Context: an optimization exercise on an open-source flow, tuned for small area. The choices shown serve that exercise and are no tape-out recipe.
The RTL was checked by simulation tests, not by an equivalence proof against the original design.
Power and IR drop assume default switching activity.

[config.mk]
export PLATFORM = sky130hd
export DESIGN_NAME = rsa_block_sequencer
export DESIGN_NICKNAME = rsa_block_sequencer
export VERILOG_FILES = /design/flow/design.v
export SDC_FILE = /design/flow/constraint.sdc
export NUM_CORES = 4
export LEC_CHECK = 0
export CAP_MARGIN = 20
export CORE_AREA = 2 2 248 248
export DIE_AREA = 0 0 250 250
export SLEW_MARGIN = 20
[constraint.sdc]
create_clock -name core_clock -period 5.0 [get_ports {i_clk}]
set_input_delay 1.0000 -clock core_clock [delete_from_list [all_inputs] [get_ports {i_clk}]]
set_output_delay 1.0000 -clock core_clock [all_outputs]
set_load 0.01 [all_outputs]
[design.v]
module rsa_block_sequencer #(
    parameter int unsigned KEY_BYTES      = 32,
    parameter int unsigned OUT_BYTES      = 31,
    parameter int unsigned TIMEOUT_CYCLES = 2**20
) (
    input  logic         i_clk,
    input  logic         i_rst_n,
    input  logic [7:0]   i_rx_data,
    input  logic         i_rx_valid,
    output logic         o_rx_ready,
    output logic [7:0]   o_tx_data,
    output logic         o_tx_valid,
    input  logic         i_tx_ready,
    output logic         o_core_start,
    output logic [255:0] o_core_a,
    output logic [255:0] o_core_d,
    output logic [255:0] o_core_n,
    input  logic [255:0] i_core_dec,
    input  logic         i_core_finished,
    input  logic         i_key_reload,
    output logic         o_busy,
    output logic         o_timeout
);
    localparam int unsigned OutW = 8 * OUT_BYTES;
    localparam logic [2:0] StKeyN = 3'b000, StKeyD = 3'b001, StEnc = 3'b010,
                           StStart = 3'b100, StWait = 3'b101, StSend = 3'b110;
    logic [2:0]   state_q;
    logic [4:0]   cnt_q;        
    logic [14:0]  tmo_hi_q;     
    logic         pend_q;
    logic [511:0] nd_q;         
    logic [255:0] a_q;
    logic         rx_fire;
    logic         st_key, st_enc, st_start, st_wait, st_send;
    logic         last;
    logic         timeout_q;
    logic         tmo_fire;
    assign o_timeout = timeout_q;
    logic unused;
    assign unused = ^{i_core_dec[255:OutW], KEY_BYTES, TIMEOUT_CYCLES};
    assign st_key   = !state_q[2] && !state_q[1];
    assign st_enc   = !state_q[2] &&  state_q[1];
    assign st_start =  state_q[2] && !state_q[1] && !state_q[0];
    assign st_wait  =  state_q[2] && !state_q[1] &&  state_q[0];
    assign st_send  =  state_q[2] &&  state_q[1];
    assign last     = &cnt_q;
    assign o_rx_ready   = i_rst_n && !state_q[2];
    assign rx_fire      = i_rx_valid && o_rx_ready;
    assign o_tx_valid   = st_send;
    assign o_tx_data    = a_q[255:248];
    assign o_core_start = st_start;
    assign o_busy       = state_q[2];
    assign o_core_a     = a_q;
    assign o_core_n     = nd_q[511:256];
    assign o_core_d     = nd_q[255:0];
    always_ff @(posedge i_clk) begin
        if (i_rx_valid && st_key) nd_q <= {nd_q[503:0], i_rx_data};
        if ((st_wait && i_core_finished) || (i_rx_valid && st_enc) || (st_send && i_tx_ready))
            a_q <= state_q[0] ? {i_core_dec[OutW-1:0], i_rx_data} : {a_q[247:0], i_rx_data};
    end
    assign tmo_fire = last && (&tmo_hi_q);
    always_ff @(posedge i_clk) begin
        if (st_start) tmo_hi_q <= '0;
        else if (st_wait && last) tmo_hi_q <= tmo_hi_q + 15'd1;
    end
    always_ff @(posedge i_clk or negedge i_rst_n) begin
        if (!i_rst_n) begin
            state_q <= StKeyN;
            cnt_q   <= '0;
            pend_q  <= 1'b0;
            timeout_q <= 1'b0;
        end else begin
            case (state_q)
                StKeyN, StKeyD: begin
                    if (i_key_reload) begin
                        state_q <= StKeyN;
                        cnt_q   <= '0;
                    end else if (rx_fire) begin
                        cnt_q <= cnt_q + 5'd1;
                        if (last) state_q <= state_q[0] ? StEnc : StKeyD;
                    end
                end
                StEnc: begin
                    if (i_key_reload && cnt_q == '0) begin
                        state_q <= StKeyN;
                        pend_q  <= 1'b0;
                    end else begin
                        if (i_key_reload) pend_q <= 1'b1;
                        if (rx_fire) begin
                            cnt_q <= cnt_q + 5'd1;
                            if (last) begin
                                state_q <= StStart;
                                timeout_q <= 1'b0;
                            end
                        end
                    end
                end
                StStart: begin
                    if (i_key_reload) pend_q <= 1'b1;
                    state_q <= StWait;
                end
                StWait: begin
                    if (i_key_reload) pend_q <= 1'b1;
                    if (i_core_finished) begin
                        cnt_q   <= 5'd1;    
                        state_q <= StSend;
                    end else begin
                        cnt_q <= cnt_q + 5'd1;
                        if (tmo_fire) begin
                            timeout_q <= 1'b1;
                            state_q <= StEnc;
                        end
                    end
                end
                StSend: begin
                    if (i_key_reload) pend_q <= 1'b1;
                    if (i_tx_ready) begin
                        cnt_q <= cnt_q + 5'd1;
                        if (last) begin
                            if (pend_q || i_key_reload) begin
                                state_q <= StKeyN;
                                pend_q  <= 1'b0;
                            end else begin
                                state_q <= StEnc;
                            end
                        end
                    end
                end
                default: state_q <= StKeyN;
            endcase
        end
    end
endmodule
[flow/run.sh]
#!/bin/bash
# The standard layout (standard.sh, unchanged synthesis) with three settings changed:
#  * port buffers use the smallest buffer, sky130_fd_sc_hd__buf_1;
#  * IO pins may sit one routing track apart, so the pins fit on a smaller die;
#  * the clock tree uses clkbuf_8 leaf buffers driving up to 16 registers, without dummy loads.
# All tool output goes to standard.log (and ORFS's per-step logs under orfs/logs).
export BUFFER_PORTS_ARGS="-buffer_cell sky130_fd_sc_hd__buf_1"
export PLACE_PINS_ARGS="-min_distance 1 -min_distance_in_tracks"
export CTS_ARGS="-sink_clustering_enable -repair_clock_nets -dont_use_dummy_load -sink_clustering_size 20 -sink_clustering_max_diameter 60 -buf_list {sky130_fd_sc_hd__clkbuf_8} -root_buf sky130_fd_sc_hd__clkbuf_16"
bash standard.sh > standard.log 2>&1
[standard.sh]
#!/bin/bash
# synth_recipe.tcl (not shown) runs the flow's synth.tcl, then flattens the netlist and writes it again
# the make line also repeats each setting of config.mk as NAME=value (left out here)
make -C /OpenROAD-flow-scripts/flow DESIGN_CONFIG=/design/flow/config.mk WORK_HOME=/design/flow/orfs CLKGATE_MAP_FILE= SYNTH_SCRIPT=/design/flow/synth_recipe.tcl "${@:-finish}"
==> results.py, run 1 <==
metrics = {
    "cells_and_area": {
        "layout.cells.non_filler": 3085,
        "seqCellArea_sq_mm": 0.0236,
        "area.growth.synth_to_final_pct": 20.7,
        "fin_util": 0.552,
        "multi_input_area_sq_mm": 0.00369,
        "drive_gt1_frac": 0.145,
        "fin_nets": 2570,
        "fill_cells": 4903,
    },
    "worst_hold_path": {
        "min_delay_path_depth": 0,
        "holdCritPathClass": "reg -> reg",
        "worst_hold_startpoint": "nd_q[227]",
        "whs_endpoint": "nd_q[235]",
    },
    "critical_path": {
        "max_stage_delay_ns": 0.77,
        "cp_num_buf_inv": 2,
        "cp.required_ns": 4.00,
        "critical_path_class": "reg -> out",
        "critPathSlowestCell": "dfrtp_4",
        "r2r_setup_slack_ns": 1.76,
        "r2r-start": "state_q[0]",
        "arrival_ns": 2.25,
        "end_kind": "output pin",
        "timing.rr.end": "a_q[34]",
        "worst-r2r-cell-count": 4,
        "path_cells": "nand2b_1 -> nor2_1 -> buf_4 -> buf_1",
        "startpoint_type": "register",
        "cp_top_family": "flip-flops",
        "cp_max_fo": 57,
    },
    "global_route": {
        "grt_usage": 0.224,
        "grt_start_max_net_pins": 105,
        "first_global_vias": 15900,
        "grtUsageMet3": 0.151,
        "grt_pass1_wl_mm": 104,
        "grt_use_met2": 0.312,
        "top_usage_layer": "met2",
        "antenna_found_initial": 18,
        "grt_use_met1": 0.260,
        "grt-ovfl-total": 0,
    },
    "timing": {
        "slew_headroom": 0.299,
        "period_minus_slack_ns": 3.25,
        "drv_slew": 0,
        "rsz0062_at_grt": "false",
        "setup_violations": 0,
        "period_share": 0.650,
        "fin_skew_ns": 0.0626,
        "finalHoldViolations": 0,
        "worst_pin_slew_ns": 1.05,
        "worst_slack_ns": 1.75,
        "fmax_mhz": 308,
    },
    "die": {
        "dieArea_sq_mm": 0.0625,
        "rows": 90,
        "die_h_um": 250,
        "start_util": 0.458,
        "fp.dieW_um": 250,
        "io_pins": 1051,
        "core_sq_mm": 0.0601,
    },
    "logic_synthesis": {
        "synth.top_cells.by_count": "edfxtp_1 (768), mux2_2 (250), buf_2 (24)",
        "ys_types": 46,
        "synth-async-reset-ratio": 0.0126,
        "yosys.area.top_type_share": 0.838,
        "ys.flop_type": "edfxtp_1",
        "syn_area_sq_mm": 0.0275,
        "synth_area_leaders": "edfxtp_1 (84%), mux2_2 (10%), dfxtp_1 (1.1%)",
        "synth_area_per_cell_sq_um": 22.4,
        "synth_most_common_cell": "edfxtp_1",
        "synth_nets": 1500,
        "ys_ff_latch": 793,
        "syn_inst": 1226,
        "yosys_warnings": 1,
        "ys_seq_area_frac": 0.858,
        "synth_edf_count": 768,
        "synth_top_area_cell": "edfxtp_1",
    },
    "drt": {
        "drc": 0,
        "first_iter_violations": 1220,
        "route.vias.total": 16200,
        "wl_per_cell_um": 24.1,
        "wirelength_mm": 74.4,
        "via_per_inst": 5.25,
        "ant_nets": 0,
        "dr.pass1.iters": 5,
    },
    "run": {
        "drv_cap": 0,
    },
    "place": {
        "io_buffer_count": 1042,
        "dp.cells": 3023,
        "place_hpwl_mm": 55.4,
        "gp_congestion": 0.922,
        "post-place-ws_ns": 1.78,
    },
    "clock_tree": {
        "cts_resized": 0,
        "cts_tree": "done",
        "post_cts_buffers": 0,
        "clk_pin_slew_ns": 0.11,
        "cts_root_buffer": "clkbuf_16",
        "cts_hold_buf": 0,
        "cts_buffers": 53,
        "clk_path_buf_depth": 3,
        "clk_latency_ns": 0.57,
        "h-tree-depth": 2,
        "clock-sinks": 793,
    },
    "power_and_ir_drop": {
        "ir_worst_vdd_uv": 366,
        "p_leak_nw": 10.2,
        "power_density_mw_per_mm2": 591,
    },
    "run_status": {
        "status": "complete, no violations",
    },
}
[cells in the final DEF, fill, tap and decap left out, types with 10 or more instances in the layout]
| master | instances |
|---|---|
| buf_1 | 1042 |
| edfxtp_1 | 768 |
| mux2_2 | 250 |
| clkbuf_8 | 48 |
| nor2_1 | 16 |
| nand2_1 | 16 |
| dfxtp_1 | 15 |
| buf_4 | 10 |
[cell type report]
class                           count  area share
Clock buffer                       53      0.0237
Tap cell                          782      0.0295
Inverter                            9     0.00102
Multi-Input combinational cell    381       0.111
Timing Repair Buffer             1058       0.123
Antenna cell                        9    0.000678
Sequential cell                   793       0.711
[state kept, by name (all words and copies together) (netlist names), named ones only]
| signal | flops |
|---|---|
| nd_q | 512 |
| a_q | 256 |
| tmo_hi_q | 15 |
| cnt_q | 5 |
| state_q | 3 |
| timeout_q | 1 |
[logic make-up (layout without fill, tap and decap cells)]
| group | after synthesis | count (layout) | share of synthesized area |
|---|---|---|---|
| flip-flops | 793 | 793 | 0.858 |
| multiplexers | 251 | 251 | 0.103 |
| AND/OR/NAND/NOR | 77 | 77 | 0.0153 |
| buffers and inverters | 52 | 1120 | 0.00927 |
| AO/OA/AOI/OAI | 36 | 36 | 0.00887 |
| XOR/XNOR | 13 | 13 | 0.00414 |
| adder cells (fa/ha/maj) | 4 | 4 | 0.00182 |
| other | 0 | 9 | 0 |
[per-layer routing]
layer,up-vias,part of all wire,wire length [um]
li1,6927,-,-
met1,7943,0.36,27100
met2,1095,0.41,30700
met3,221,0.17,12500
met4,20,0.054,3990
met5,-,0.0017,130
[per-stage QoR]
| stage | area (sq um) | total power [W] | setup TNS [ns] | hold WS [ns] |
|---|---|---|---|---|
| after global routing | 33200 | 0.0205 | 0 | 0.382 |
| after floorplan | 27600 | 0.0143 | -286.42 | 0.460 |
| final | 33200 | 0.0196 | 0 | 0.380 |
| after global placement | 32400 | 0.0166 | 0 | 0.429 |
| after detailed placement | 32400 | 0.0168 | 0 | 0.431 |
| after CTS | 33200 | 0.0197 | 0 | 0.377 |
[power by group]
part           switching (W)  internal [W]
clock network        0.00188       0.00105
registers            0.00115        0.0102
logic                0.00353       0.00186
[worst max-delay path by stage]
stage                           from      endpoint  slack, ns  cells past startpoint
after floorplan           i_tx_ready        a_q[0]      -0.93                      2
after global placement    state_q[0]       a_q[51]       1.81                      4
after detailed placement  state_q[0]        a_q[0]       1.78                      4
after CTS                 state_q[0]  o_core_start       1.70                      4
after global routing      state_q[0]      a_q[110]       1.55                      4
final                     state_q[0]  o_core_start       1.75                      4
[worst register-to-register path, cell delays in order, from the launching register on]
cell,delay [ns]
dfrtp_4,0.92
nor2b_1,0.39
nand2_2,0.13
a31oi_4,0.87
buf_12,0.48
==> run 2, diff against run 1 <==
--- a/design.v
+++ b/design.v
@@ -28,3 +28,2 @@
     logic [4:0]   cnt_q;        
-    logic [14:0]  tmo_hi_q;     
     logic         pend_q;
@@ -60,7 +59,8 @@
     end
-    assign tmo_fire = last && (&tmo_hi_q);
-    always_ff @(posedge i_clk) begin
-        if (st_start) tmo_hi_q <= '0;
-        else if (st_wait && last) tmo_hi_q <= tmo_hi_q + 15'd1;
-    end
+    always_ff @(posedge i_clk) pend_q <= !st_key && (pend_q || i_key_reload);
+    localparam logic [20:0] TmoState = 21'h0aabff;
+    logic [20:0] tmo_lfsr_q;
+    assign tmo_fire = (tmo_lfsr_q == TmoState);
+    always_ff @(posedge i_clk)
+        tmo_lfsr_q <= {tmo_lfsr_q[19:0], st_wait && !(tmo_lfsr_q[20] ^ tmo_lfsr_q[18])};
     always_ff @(posedge i_clk or negedge i_rst_n) begin
@@ -69,3 +69,2 @@
             cnt_q   <= '0;
-            pend_q  <= 1'b0;
             timeout_q <= 1'b0;
@@ -85,5 +84,3 @@
                         state_q <= StKeyN;
-                        pend_q  <= 1'b0;
                     end else begin
-                        if (i_key_reload) pend_q <= 1'b1;
                         if (rx_fire) begin
@@ -98,3 +95,2 @@
                 StStart: begin
-                    if (i_key_reload) pend_q <= 1'b1;
                     state_q <= StWait;
@@ -102,8 +98,6 @@
                 StWait: begin
-                    if (i_key_reload) pend_q <= 1'b1;
                     if (i_core_finished) begin
-                        cnt_q   <= 5'd1;    
+                        cnt_q   <= cnt_q + 5'd1;    
                         state_q <= StSend;
                     end else begin
-                        cnt_q <= cnt_q + 5'd1;
                         if (tmo_fire) begin
@@ -115,3 +109,2 @@
                 StSend: begin
-                    if (i_key_reload) pend_q <= 1'b1;
                     if (i_tx_ready) begin
@@ -121,3 +114,2 @@
                                 state_q <= StKeyN;
-                                pend_q  <= 1'b0;
                             end else begin
==> run 2 against run 1 <==
Register-to-register slack better by 0.098 ns. Clock power up 1%. Non-clock buffer count up 1. Largest cell class unchanged.
==> results.py, run 2 <==
metrics = {
    "run_status": {
        "status": "complete, no violations",
    },
    "power_and_ir_drop": {
        "p_switching_w": 0.00590,
        "switching_share": 0.322,
        "power_density_mw_per_mm2": 555,
        "clockPowerShare": 0.162,
        "power_w": 0.0183,
        "ir_worst_vdd_uv": 392,
        "p_int_w": 0.0124,
        "p_seq_frac": 0.583,
        "p_leak_nw": 10.5,
        "pwr-share-comb": 0.254,
    },
    "timing": {
        "setup_violations": 0,
        "worst_pin_slew_ns": 1.12,
        "slew_headroom": 0.253,
        "period_share": 0.628,
        "drv_slew": 0,
        "fmax_mhz": 318,
        "rsz0062_at_grt": "false",
        "period_minus_slack_ns": 3.14,
        "fin_skew_ns": 0.0622,
        "finalHoldViolations": 0,
        "worst_slack_ns": 1.86,
    },
    "logic_synthesis": {
        "synth_edf_count": 768,
        "syn_inst": 1169,
        "ys_types": 48,
        "synth_top_area_cell": "edfxtp_1",
        "ys.flop_type": "edfxtp_1",
        "yosys_warnings": 1,
        "ys_ff_latch": 799,
        "synth_nets": 1442,
        "synth_area_leaders": "edfxtp_1 (84%), mux2_2 (10%), dfxtp_1 (1.6%)",
        "synth_area_per_cell_sq_um": 23.4,
        "syn_area_sq_mm": 0.0273,
        "synth-async-reset-ratio": 0.0113,
        "synth.top_cells.by_count": "edfxtp_1 (768), mux2_2 (249), dfxtp_1 (22)",
        "ys_seq_area_frac": 0.869,
        "yosys.area.top_type_share": 0.844,
        "synth_most_common_cell": "edfxtp_1",
    },
    "global_route": {
        "first_global_vias": 15800,
        "grt_usage": 0.228,
        "grt-ovfl-total": 0,
        "antenna_found_initial": 17,
        "grt_pass1_wl_mm": 105,
        "grt_start_max_net_pins": 180,
    },
    "place": {
        "dp.cells": 2970,
        "io_buffer_count": 1042,
        "post-place-ws_ns": 1.58,
        "place_hpwl_mm": 56.2,
        "gp_congestion": 0.948,
        "dpl_cell_area_sq_mm": 0.0322,
    },
    "drt": {
        "via_per_inst": 5.25,
        "first_iter_violations": 1092,
        "wl_per_cell_um": 24.8,
        "drc": 0,
        "route.vias.total": 15900,
        "wirelength_mm": 75.2,
        "dr.pass1.iters": 5,
        "ant_nets": 0,
    },
    "cells_and_area": {
        "largest_reg_flops": 512,
        "regMostFlops": "nd_q",
        "design_area_sq_mm": 0.0331,
        "mostFrequentLayoutCells": "buf_1 (1,042), edfxtp_1 (768), mux2_2 (249)",
        "top_regs": "nd_q: 512 flops, a_q: 256 flops, tmo_lfsr_q: 21 flops",
        "layout.cells.non_filler": 3032,
        "area.growth.synth_to_final_pct": 21.0,
        "drive_gt1_frac": 0.149,
        "fin_nets": 2517,
        "final_common_cell": "buf_1",
        "fin_util": 0.550,
    },
    "critical_path": {
        "startpoint_type": "register",
        "worst-r2r-cell-count": 5,
        "path_cells": "nand3b_1 -> nand2_1 -> nand2_1 -> o21ai_4 -> buf_4",
        "r2r-start": "state_q[0]",
        "cp.required_ns": 5.16,
        "cp_top_family": "flip-flops",
        "r2r_setup_slack_ns": 1.86,
        "cp_num_buf_inv": 1,
        "max_stage_delay_ns": 1.08,
        "cp.depth": 5,
        "arrival_ns": 3.30,
        "crit_end": "a_q[41]",
        "critPathLaunch": "state_q[0]",
        "end_kind": "register",
        "critPathSlowestCell": "dfrtp_4",
        "critical_path_class": "reg -> reg",
        "cp_max_fo": 81,
        "timing.rr.end": "a_q[41]",
        "crit_top_cell": "nand2_1",
    },
    "die": {
        "fp.dieW_um": 250,
        "start_util": 0.454,
        "dieArea_sq_mm": 0.0625,
        "core_sq_mm": 0.0601,
        "io_pins": 1051,
        "rows": 90,
        "die_h_um": 250,
    },
    "worst_hold_path": {
        "holdCritPathClass": "reg -> reg",
        "min_delay_path_depth": 0,
    },
    "clock_tree": {
        "clk_path_buf_depth": 3,
        "cts_tree": "done",
        "post_cts_buffers": 0,
        "cts_hold_buf": 0,
        "clock-sinks": 799,
        "clk_latency_ns": 0.59,
        "clk_pin_slew_ns": 0.11,
        "h-tree-depth": 2,
        "cts_resized": 0,
        "cts_root_buffer": "clkbuf_16",
        "cts_buffers": 54,
    },
    "run": {
        "drv_cap": 0,
    },
}
## run 2: cell count changes after synthesis, moves of 5 or more
cell / delta
xnor2_1: -8
inv_1: -6
dfxtp_1: +7
buf_1: -6
nand3_1: -5
nand2_1: -7
buf_2: -16
clkbuf_1: +13
a21oi_1: -5
nor2_1: -12
## run 2: logic make-up (layout without fill, tap and decap cells)
| group | Yosys count | after routing | synth area share |
|---|---|---|---|
| flip-flops | 799 | 799 | 0.869 |
| adder cells (fa/ha/maj) | 3 | 3 | 0.00137 |
| XOR/XNOR | 1 | 1 | 0.000321 |
| other | 0 | 8 | 0 |
| AND/OR/NAND/NOR | 42 | 42 | 0.00921 |
| multiplexers | 253 | 253 | 0.104 |
| AO/OA/AOI/OAI | 28 | 28 | 0.00733 |
| buffers and inverters | 43 | 1116 | 0.00893 |
## run 2: cell type report
type / count / area (sq um)
Fill cell: 4948 / 27100
Sequential cell: 799 / 23700
Timing Repair Buffer: 1059 / 4140
Multi-Input combinational cell: 327 / 3380
Tap cell: 782 / 978
Clock buffer: 54 / 800
Antenna cell: 8 / 20.0
Inverter: 3 / 11.3
## run 2: power by group through the flow
stage | logic [W] | registers, W | clock network (W)
floorplan | 0.00194 | 0.0115 | 0
global placement | 0.00459 | 0.0107 | 0
detailed placement | 0.00462 | 0.0108 | 0
CTS | 0.00463 | 0.0107 | 0.00309
global route | 0.00494 | 0.0109 | 0.00330
finish | 0.00467 | 0.0107 | 0.00297
## run 2: metal layers
layer  wire length, um  global-route usage  part of all wire
met1             26900               0.262              0.36
met2             31000               0.317              0.41
met3             12600               0.152              0.17
met4              4450               0.127             0.059
met5               116                   0            0.0015
## run 2: worst min-delay path by stage
stage	from	to	slack (ns)
after floorplan	tmo_lfsr_q[11]	tmo_lfsr_q[12]	0.32
after CTS	tmo_lfsr_q[6]	tmo_lfsr_q[7]	0.30
after global placement	tmo_lfsr_q[15]	tmo_lfsr_q[16]	0.33
after global routing	tmo_lfsr_q[6]	tmo_lfsr_q[7]	0.29
after detailed placement	tmo_lfsr_q[16]	tmo_lfsr_q[17]	0.34
final	tmo_lfsr_q[6]	tmo_lfsr_q[7]	0.29
## run 2: stage by stage
stage / TNS [ns] / hold slack, ns
after floorplan: -4955.51 / 0.323
after global placement: 0 / 0.332
after detailed placement: 0 / 0.336
after CTS: 0 / 0.297
after global routing: 0 / 0.294
final: 0 / 0.291
==> run 3, diff against run 2 <==
--- a/flow/run.sh
+++ b/flow/run.sh
@@ -8,3 +8,3 @@
 export PLACE_PINS_ARGS="-min_distance 1 -min_distance_in_tracks"
-export CTS_ARGS="-sink_clustering_enable -repair_clock_nets -dont_use_dummy_load -sink_clustering_size 20 -sink_clustering_max_diameter 60 -buf_list {sky130_fd_sc_hd__clkbuf_8} -root_buf sky130_fd_sc_hd__clkbuf_16"
+export CTS_ARGS="-sink_clustering_enable -repair_clock_nets -dont_use_dummy_load -sink_clustering_size 16 -sink_clustering_max_diameter 60 -buf_list {sky130_fd_sc_hd__clkbuf_8}"
 bash standard.sh > standard.log 2>&1
--- a/config.mk
+++ b/config.mk
@@ -10,2 +10,3 @@
 export DIE_AREA = 0 0 250 250
+export GPL_TIMING_DRIVEN = 0
 export SLEW_MARGIN = 20
==> run 3 against run 2 <==
Worst hold slack worse by 0.0079 ns. Global-route usage increased by 1.0 points. Cell area is 2.5% higher. Combinational power rose by 14%. Fmax down 15%. First-iteration DRC count grew 14%. Register-to-register slack worse by 0.55 ns. Largest cell class unchanged.
==> results.py, run 3 <==
metrics = {
    "place": {
        "dpl_cell_area_sq_mm": 0.0330,
        "place_hpwl_mm": 60.6,
        "io_buffer_count": 1042,
        "gp_congestion": 0.935,
        "dp.cells": 3040,
        "post-place-ws_ns": 0.599,
    },
    "critical_path": {
        "path_cells": "buf_6 -> buf_4 -> nor3b_4 -> buf_8 -> buf_8 -> buf_8 -> buf_8 -> buf_6 -> buf_6 -> buf_8 -> buf_8 -> buf_8 -> buf_6 -> buf_6",
        "cp_max_fo": 19,
        "critPathSlowestCell": "nor3b_4",
        "cp_top_family": "buffers and inverters",
        "end_kind": "register",
        "arrival_ns": 4.08,
        "startpoint_type": "register",
        "r2r_setup_slack_ns": 1.31,
        "cp.required_ns": 5.39,
        "r2r-start": "state_q[2]",
        "cp_num_buf_inv": 13,
        "worst-r2r-cell-count": 14,
        "critical_path_class": "reg -> reg",
        "timing.rr.end": "nd_q[504]",
        "max_stage_delay_ns": 0.47,
        "crit_top_cell": "buf_8",
    },
    "logic_synthesis": {
        "syn_inst": 1169,
        "synth_edf_count": 768,
        "synth_area_leaders": "edfxtp_1 (84%), mux2_2 (10%), dfxtp_1 (1.6%)",
        "ys_seq_area_frac": 0.869,
        "synth_top_area_cell": "edfxtp_1",
        "ys_ff_latch": 799,
        "synth.top_cells.by_count": "edfxtp_1 (768), mux2_2 (249), dfxtp_1 (22)",
        "yosys_warnings": 1,
        "synth_nets": 1442,
        "synth_area_per_cell_sq_um": 23.4,
        "syn_area_sq_mm": 0.0273,
        "synth-async-reset-ratio": 0.0113,
        "synth_most_common_cell": "edfxtp_1",
        "ys_types": 48,
        "ys.flop_type": "edfxtp_1",
        "yosys.area.top_type_share": 0.844,
    },
    "run": {
        "drv_cap": 0,
    },
    "die": {
        "die_h_um": 250,
        "io_pins": 1051,
        "dieArea_sq_mm": 0.0625,
        "core_sq_mm": 0.0601,
        "rows": 90,
        "start_util": 0.454,
        "fp.dieW_um": 250,
    },
    "drt": {
        "dr.pass1.iters": 7,
        "drc": 0,
        "ant_nets": 0,
        "via_per_inst": 5.20,
        "wl_per_cell_um": 24.9,
        "route.vias.total": 16200,
        "wirelength_mm": 77.5,
        "first_iter_violations": 1242,
    },
    "timing": {
        "worst_slack_ns": 1.31,
        "fmax_mhz": 271,
        "drv_slew": 0,
        "period_share": 0.738,
        "setup_violations": 0,
        "worst_pin_slew_ns": 0.678,
        "period_minus_slack_ns": 3.69,
        "fin_skew_ns": 0.0670,
        "slew_headroom": 0.546,
        "finalHoldViolations": 0,
        "rsz0062_at_grt": "false",
    },
    "cells_and_area": {
        "final_common_cell": "buf_1",
        "largest_reg_flops": 512,
        "design_area_sq_mm": 0.0339,
        "regMostFlops": "nd_q",
        "drive_gt1_frac": 0.169,
        "area.growth.synth_to_final_pct": 24.0,
        "mostFrequentLayoutCells": "buf_1 (1,042), edfxtp_1 (768), mux2_2 (249)",
        "fin_nets": 2593,
        "top_regs": "nd_q: 512 flops, a_q: 256 flops, tmo_lfsr_q: 21 flops",
        "layout.cells.non_filler": 3110,
    },
    "clock_tree": {
        "cts_resized": 0,
        "post_cts_buffers": 0,
        "clk_pin_slew_ns": 0.09,
        "cts_hold_buf": 0,
        "clk_latency_ns": 0.72,
        "clk_path_buf_depth": 3,
        "cts_tree": "done",
        "clock-sinks": 799,
        "h-tree-depth": 2,
        "cts_root_buffer": "clkbuf_8",
        "cts_buffers": 60,
    },
    "worst_hold_path": {
        "holdCritPathClass": "reg -> reg",
        "whs_endpoint": "tmo_lfsr_q[16]",
        "min_delay_path_depth": 0,
        "worst_hold_startpoint": "tmo_lfsr_q[15]",
    },
    "power_and_ir_drop": {
        "power_density_mw_per_mm2": 558,
        "ir_worst_vdd_uv": 343,
        "p_leak_nw": 10.9,
        "power_w": 0.0189,
    },
    "global_route": {
        "grt-ovfl-total": 0,
        "first_global_vias": 16300,
        "antenna_found_initial": 20,
        "grt_pass1_wl_mm": 109,
        "grt_start_max_net_pins": 26,
        "grt_usage": 0.238,
    },
    "run_status": {
        "status": "complete, no violations",
    },
}
## run 3: changes by cell type in the layout (fill, tap and decap cells not counted), sizes merged
| cell | delta |
|---|---|
| clkbuf | +26 |
| diode | +2 |
| buf | +50 |
## run 3: logic make-up after synthesis
family	synth area share
AOI/OAI and AO/OA	0.00733
xor gates and xnor gates	0.000321
adders and majority gates	0.00137
buffers and inverters	0.00893
DFF	0.869
muxes	0.104
and+or+nand+nor	0.00921
## run 3: worst max path at each step
stage	from	endpoint	slack, ns	cells after the start
finish	state_q[2]	nd_q[504]	1.31	14
global route	state_q[2]	nd_q[442]	1.09	14
CTS	state_q[2]	nd_q[504]	1.27	14
detailed placement	i_rx_valid	nd_q[504]	0.60	13
global placement	i_rx_valid	nd_q[469]	-13.72	2
floorplan	i_rx_valid	nd_q[0]	-9.36	1
## run 3: final cells by class
cell class | instances | area (sq um)
Tap cell | 782 | 978
Antenna cell | 10 | 25.0
Multi-Input combinational cell | 327 | 3380
Buffer | 40 | 233
Clock buffer | 60 | 826
Timing Repair Buffer | 1089 | 4700
Sequential cell | 799 | 23700
Inverter | 3 | 11.3
Fill cell | 4854 | 26300
## run 3: report_power, final
part,switching (W),internal (W)
clock,0.00195,0.00107
sequential,0.000798,0.00976
combinational,0.00339,0.00195
## run 3: metal layers
layer  global-route usage  routed length [um]  share of wire
met1                0.278               28100           0.36
met2                0.332               31700           0.41
met3                0.158               13200           0.17
met4                0.125                4370          0.056
met5                    0                 134         0.0017
## run 3: metrics by stage
stage	setup TNS (ns)	hold WS [ns]	utilization
6_report	0	0.283	0.563
5_1_grt	0	0.289	0.563
4_1_cts	0	0.250	0.563
3_5_place_dp	0	0.333	0.549
3_3_place_gp	-7695.88	0.332	0.536
2_1_floorplan	-4955.51	0.323	-
==> run 4, diff against run 3 <==
--- a/config.mk
+++ b/config.mk
@@ -10,3 +10,2 @@
 export DIE_AREA = 0 0 250 250
-export GPL_TIMING_DRIVEN = 0
 export SLEW_MARGIN = 20
==> run 4 against run 3 <==
Sequential share of layout area rose by 1.7 points. Still clean on timing, DRC and antenna. Critical path type unchanged. Sequential cell count unchanged. Synthesized cell count unchanged. Via count is 1.7% lower. Worst setup slack improved by 0.54 ns. Clock power hardly changed. Clock skew increased by 0.0077 ns. Die area did not move. Wire length decreased by 2.7%. Utilization shrank 1.3 points. First-iteration DRC count shrank 5.2%.
==> results.py, run 4 <==
metrics = {
    "power_and_ir_drop": {
        "switching_share": 0.323,
        "p_leak_nw": 10.5,
        "p_int_w": 0.0124,
        "ir_worst_vdd_uv": 395,
        "p_seq_frac": 0.584,
        "p_switching_w": 0.00593,
        "power_density_mw_per_mm2": 554,
        "pwr-share-comb": 0.254,
        "clockPowerShare": 0.162,
    },
    "timing": {
        "period_share": 0.630,
        "fin_tns_setup_ns": 0,
        "slew_headroom": 0.291,
        "fmax_mhz": 317,
        "finalHoldViolations": 0,
        "worst_pin_slew_ns": 1.06,
        "period_minus_slack_ns": 3.15,
        "whs_ns": 0.317,
        "fin_skew_ns": 0.0747,
        "rsz0062_at_grt": "false",
        "drv_slew": 0,
        "setup_violations": 0,
    },
    "place": {
        "place_hpwl_mm": 56.2,
        "io_buffer_count": 1042,
        "dp.cells": 2970,
        "gp_congestion": 0.948,
        "dpl_cell_area_sq_mm": 0.0322,
    },
    "clock_tree": {
        "clk_latency_ns": 0.70,
        "cts_tree": "done",
        "cts_resized": 0,
        "cts_root_buffer": "clkbuf_8",
        "cts_hold_buf": 0,
        "clock-sinks": 799,
        "clk_pin_slew_ns": 0.10,
        "post_cts_buffers": 0,
        "cts_buffers": 59,
        "clk_path_buf_depth": 3,
        "h-tree-depth": 2,
    },
    "logic_synthesis": {
        "yosys.area.top_type_share": 0.844,
        "syn_area_sq_mm": 0.0273,
        "synth_nets": 1442,
        "ys_seq_area_frac": 0.869,
        "synth-async-reset-ratio": 0.0113,
        "ys_ff_latch": 799,
        "synth_edf_count": 768,
        "synth_area_leaders": "edfxtp_1 (84%), mux2_2 (10%), dfxtp_1 (1.6%)",
        "synth_area_per_cell_sq_um": 23.4,
        "synth_most_common_cell": "edfxtp_1",
        "synth.top_cells.by_count": "edfxtp_1 (768), mux2_2 (249), dfxtp_1 (22)",
        "yosys_warnings": 1,
        "ys.flop_type": "edfxtp_1",
        "syn_inst": 1169,
        "synth_top_area_cell": "edfxtp_1",
        "ys_types": 48,
    },
    "die": {
        "core_sq_mm": 0.0601,
        "fp.dieW_um": 250,
        "rows": 90,
        "start_util": 0.454,
        "io_pins": 1051,
        "die_h_um": 250,
        "dieArea_sq_mm": 0.0625,
    },
    "cells_and_area": {
        "fin_nets": 2522,
        "layout.cells.non_filler": 3038,
        "fill_cells": 4935,
        "area.growth.synth_to_final_pct": 21.1,
        "design_area_sq_mm": 0.0331,
        "regMostFlops": "nd_q",
        "largest_reg_flops": 512,
        "top_regs": "nd_q: 512 flops, a_q: 256 flops, tmo_lfsr_q: 21 flops",
        "mostFrequentLayoutCells": "buf_1 (1,042), edfxtp_1 (768), mux2_2 (249)",
        "drive_gt1_frac": 0.151,
        "final_common_cell": "buf_1",
    },
    "critical_path": {
        "critPathSlowestCell": "dfrtp_4",
        "crit_top_cell": "nand2_1",
        "cp_top_family": "flip-flops",
        "timing.rr.end": "a_q[83]",
        "critPathLaunch": "state_q[0]",
        "path_cells": "nand3b_1 -> nand2_1 -> nand2_1 -> o21ai_4 -> buf_4",
        "arrival_ns": 3.43,
        "crit_end": "a_q[83]",
        "cp.required_ns": 5.28,
        "cp.depth": 5,
        "r2r-start": "state_q[0]",
        "max_stage_delay_ns": 1.09,
        "r2r_setup_slack_ns": 1.85,
        "end_kind": "register",
        "startpoint_type": "register",
        "critical_path_class": "reg -> reg",
        "cp_max_fo": 81,
        "cp_num_buf_inv": 1,
        "worst-r2r-cell-count": 5,
    },
    "drt": {
        "first_iter_violations": 1178,
        "wl_per_cell_um": 24.8,
        "drc": 0,
        "ant_nets": 0,
        "route.vias.total": 15900,
        "wirelength_mm": 75.4,
        "via_per_inst": 5.23,
        "dr.pass1.iters": 5,
    },
    "global_route": {
        "grt_pass1_wl_mm": 105,
        "grt-ovfl-total": 0,
        "grt_start_max_net_pins": 180,
        "grt_usage": 0.229,
        "antenna_found_initial": 18,
        "first_global_vias": 15800,
    },
    "run": {
        "drv_cap": 0,
    },
    "run_status": {
        "status": "complete, no violations",
    },
    "worst_hold_path": {
        "holdCritPathClass": "reg -> reg",
    },
}
run 4: cell count changes in the layout (fill, tap and decap cells not counted), sizes merged:
cell	delta
buf	-50
clkbuf	-21
diode	-1
run 4: worst min-delay path by stage:
stage,start,endpoint,slack (ns),cells past startpoint
after global routing,i_rst_n,state_q[0],0.31,1
after detailed placement,tmo_lfsr_q[16],tmo_lfsr_q[17],0.34,0
final,tmo_lfsr_q[6],tmo_lfsr_q[7],0.32,0
after global placement,tmo_lfsr_q[15],tmo_lfsr_q[16],0.33,0
after floorplan,tmo_lfsr_q[11],tmo_lfsr_q[12],0.32,0
after CTS,i_rst_n,state_q[0],0.26,1
run 4: final cells by class:
class,count,area (sq um),share of cell area
diodes,9,22.5,0.000681
clock buffers,59,812,0.0245
inverters,3,11.3,0.000340
multi-input cells,327,3380,0.102
flip-flops and latches,799,23700,0.717
well taps,782,978,0.0296
repair buffers,1059,4140,0.125
run 4: kinds of logic after synthesis:
logic type / after synthesis / synth area share
AO/OA/AOI/OAI: 28 / 0.00733
AND/OR/NAND/NOR: 42 / 0.00921
buffers and inverters: 43 / 0.00893
flip-flops: 799 / 0.869
multiplexers: 253 / 0.104
XOR/XNOR: 1 / 0.000321
adder cells (fa/ha/maj): 3 / 0.00137
run 4: power groups by stage:
stage	logic (W)	clock network [W]	registers, W
after floorplan	0.00194	0	0.0115
after global placement	0.00459	0	0.0107
after detailed placement	0.00462	0	0.0108
after CTS	0.00463	0.00311	0.0107
after global routing	0.00494	0.00332	0.0109
final	0.00466	0.00298	0.0107
run 4: stage by stage:
step / total power, W / worst slack, ns / util
after floorplan: 0.0134 / -9.36 / -
after global routing: 0.0191 / 1.62 / 0.550
after detailed placement: 0.0155 / 1.58 / 0.536
after global placement: 0.0153 / 1.64 / 0.536
after CTS: 0.0185 / 1.77 / 0.550
final: 0.0183 / 1.85 / 0.550
run 4: per-layer routing:
| metal | routed length (um) | global-route usage |
|---|---|---|
| met5 | 129 | 0 |
| met4 | 4610 | 0.131 |
| met3 | 12500 | 0.151 |
| met2 | 30900 | 0.316 |
| met1 | 27400 | 0.266 |
==> run 5, diff against run 4 <==
--- a/flow/run.sh
+++ b/flow/run.sh
@@ -8,3 +8,3 @@
 export PLACE_PINS_ARGS="-min_distance 1 -min_distance_in_tracks"
-export CTS_ARGS="-sink_clustering_enable -repair_clock_nets -dont_use_dummy_load -sink_clustering_size 16 -sink_clustering_max_diameter 60 -buf_list {sky130_fd_sc_hd__clkbuf_8}"
+export CTS_ARGS="-sink_clustering_enable -repair_clock_nets -dont_use_dummy_load -sink_clustering_size 18 -sink_clustering_max_diameter 60 -buf_list {sky130_fd_sc_hd__clkbuf_8} -root_buf sky130_fd_sc_hd__clkbuf_16"
 bash standard.sh > standard.log 2>&1
==> run 5 against run 4 <==
Non-clock buffer count is the same. Synthesized cell count unchanged. Wire length is 0.14% lower. Worst hold slack got worse by 0.00062 ns. Cell area is essentially flat. First-iteration DRC count fell by 4.2%. Critical path depth stayed put. Clock-buffer cell count decreased by 3. Power rose by 0.30%. Sequential power about the same. Register-to-register slack got worse by 0.02 ns. Critical path type unchanged. Largest cell class unchanged.
==> results.py, run 5 <==
metrics = {
    "drt": {
        "dr.pass1.iters": 5,
        "wl_per_cell_um": 24.8,
        "ant_nets": 0,
        "route.vias.total": 16000,
        "via_per_inst": 5.28,
        "drc": 0,
        "wirelength_mm": 75.3,
        "first_iter_violations": 1129,
    },
    "logic_synthesis": {
        "ys_types": 48,
        "synth_area_per_cell_sq_um": 23.4,
        "synth_top_area_cell": "edfxtp_1",
        "synth_most_common_cell": "edfxtp_1",
        "synth_area_leaders": "edfxtp_1 (84%), mux2_2 (10%), dfxtp_1 (1.6%)",
        "ys_seq_area_frac": 0.869,
        "synth-async-reset-ratio": 0.0113,
        "ys.flop_type": "edfxtp_1",
        "synth.top_cells.by_count": "edfxtp_1 (768), mux2_2 (249), dfxtp_1 (22)",
        "yosys.area.top_type_share": 0.844,
        "syn_area_sq_mm": 0.0273,
        "synth_nets": 1442,
        "synth_edf_count": 768,
        "syn_inst": 1169,
        "ys_ff_latch": 799,
        "yosys_warnings": 1,
    },
    "timing": {
        "fin_skew_ns": 0.0657,
        "whs_ns": 0.317,
        "fmax_mhz": 316,
        "setup_violations": 0,
        "worst_pin_slew_ns": 1.07,
        "finalHoldViolations": 0,
        "period_minus_slack_ns": 3.17,
        "rsz0062_at_grt": "false",
        "drv_slew": 0,
        "worst_slack_ns": 1.83,
        "slew_headroom": 0.287,
        "period_share": 0.633,
    },
    "critical_path": {
        "cp_max_fo": 81,
        "critical_path_class": "reg -> reg",
        "cp.required_ns": 5.19,
        "startpoint_type": "register",
        "end_kind": "register",
        "arrival_ns": 3.36,
    },
    "clock_tree": {
        "cts_resized": 0,
        "clk_latency_ns": 0.59,
        "clk_pin_slew_ns": 0.11,
        "clk_path_buf_depth": 3,
        "h-tree-depth": 2,
        "cts_root_buffer": "clkbuf_16",
        "clock-sinks": 799,
        "cts_tree": "done",
        "post_cts_buffers": 0,
        "cts_buffers": 56,
        "cts_hold_buf": 0,
    },
    "die": {
        "die_h_um": 250,
        "io_pins": 1051,
        "rows": 90,
        "fp.dieW_um": 250,
        "start_util": 0.454,
        "core_sq_mm": 0.0601,
        "dieArea_sq_mm": 0.0625,
    },
    "place": {
        "gp_congestion": 0.948,
        "place_hpwl_mm": 56.2,
        "dpl_cell_area_sq_mm": 0.0322,
        "io_buffer_count": 1042,
        "post-place-ws_ns": 1.58,
    },
    "cells_and_area": {
        "fin_util": 0.550,
        "largest_reg_flops": 512,
        "design_area_sq_mm": 0.0331,
        "drive_gt1_frac": 0.150,
        "final_common_cell": "buf_1",
        "area.growth.synth_to_final_pct": 21.1,
        "mostFrequentLayoutCells": "buf_1 (1,042), edfxtp_1 (768), mux2_2 (249)",
        "fin_nets": 2519,
        "top_regs": "nd_q: 512 flops, a_q: 256 flops, tmo_lfsr_q: 21 flops",
        "regMostFlops": "nd_q",
    },
    "power_and_ir_drop": {
        "power_density_mw_per_mm2": 556,
        "p_leak_nw": 10.5,
        "ir_worst_vdd_uv": 389,
        "power_w": 0.0184,
    },
    "run": {
        "drv_cap": 0,
    },
    "worst_hold_path": {
        "holdCritPathClass": "reg -> reg",
    },
    "global_route": {
        "grt-ovfl-total": 0,
        "grt_usage": 0.228,
        "grt_pass1_wl_mm": 105,
        "first_global_vias": 15900,
        "grt_start_max_net_pins": 180,
        "antenna_found_initial": 19,
    },
    "run_status": {
        "status": "complete, no violations",
    },
}
## run 5: cell counts after synthesis
No cell type changed its count.
## run 5: cell type report
type	instances	area, sq um
Inverter	3	11.3
Timing Repair Buffer	1059	4140
Clock buffer	56	827
Tap cell	782	978
Multi-Input combinational cell	327	3380
Sequential cell	799	23700
Fill cell	4958	27000
Antenna cell	9	22.5
## run 5: stage by stage
step,TNS [ns],instances
final,0,3035
after global routing,0,3034
after CTS,0,3026
after detailed placement,0,2970
after global placement,0,2970
after floorplan,-4955.51,1169
## run 5: path summary, 6_finish.rpt
| path | to | depth (start not counted) | slack (ns) | startpoint |
|---|---|---|---|---|
| setup / recovery | a_q[62] | 5 | 1.83 | state_q[0] |
| hold / removal | tmo_lfsr_q[18] | 0 | 0.32 | tmo_lfsr_q[17] |
| setup reg to reg | a_q[62] | 5 | 1.83 | state_q[0] |
| hold reg to reg | tmo_lfsr_q[18] | 0 | 0.32 | tmo_lfsr_q[17] |
| max in group asynchronous | state_q[0] | 1 | 4.14 | i_rst_n |
| min in group asynchronous | state_q[0] | 1 | 0.39 | i_rst_n |
## run 5: kinds of logic (layout without fill, tap and decap cells)
kind of cell | after synthesis | after routing | synth area share
flip-flops | 799 | 799 | 0.869
multiplexers | 253 | 253 | 0.104
buffers and inverters | 43 | 1118 | 0.00893
AND/OR/NAND/NOR | 42 | 42 | 0.00921
AO/OA/AOI/OAI | 28 | 28 | 0.00733
adder cells (fa/ha/maj) | 3 | 3 | 0.00137
XOR/XNOR | 1 | 1 | 0.000321
other | 0 | 9 | 0
## run 5: report_power, final
group	internal, W	switching [W]
Combinational	0.00158	0.00309
Sequential	0.00978	0.000918
Clock	0.00110	0.00193
## run 5: metal layers
layer / part of all wire / routed length (um) / track usage / vias up
met2: 0.41 / 30900 / 0.316 / 1168
met1: 0.35 / 26600 / 0.261 / 7797
li1: - / - / - / 6763
met3: 0.17 / 13100 / 0.159 / 264
met4: 0.062 / 4640 / 0.125 / 22
met5: 0.0020 / 148 / 0 / -
## run 5: worst max-delay path, stage by stage, from the launching register on
cell	delay, ns
dfrtp_4	1.08
nand3b_1	0.20
nand2_1	0.12
nand2_1	0.09
o21ai_4	0.39
buf_4	0.83

-- static timing again, ports no longer ideal --
How much do the figures lean on ideal ports? The routed layouts below were timed once more, with nothing changed but the port constraints. Step 1: set_driving_cell puts a clkbuf_16 on i_clk and a buf_2 on each other input, an assumption about the parent block. Step 2 adds t to the input delays and takes it off the output delays; t is the mean of the earliest and latest rising clock arrival at the registers after step 1. Input paths then give back, and output paths get back, about the clock's delay inside the block. Slacks: ideal ports / drivers / drivers and shift; pairs: ideal ports / drivers.
run	shift t [ns]	slack for setup (ns)	worst hold slack (ns)	worst setup path after step 2
run 1	0.610	1.749 / 1.687 / 1.759	0.380 / 0.380 / 0.380	register to register
run 2	0.620	1.858 / 1.858 / 1.526	0.291 / 0.291 / 0.291	input to register
run 3	0.724	1.309 / 1.273 / 0.549	0.283 / 0.283 / 0.283	input to register
run 4	0.710	1.850 / 1.845 / 1.552	0.317 / 0.317 / 0.317	input to register
run 5	0.624	1.835 / 1.835 / 1.542	0.317 / 0.317 / 0.317	input to register
After both steps every run listed still meets setup and hold. For run 3, which loses most, drivers alone change the setup slack by -0.036 ns; drivers and shift together by -0.760 ns.
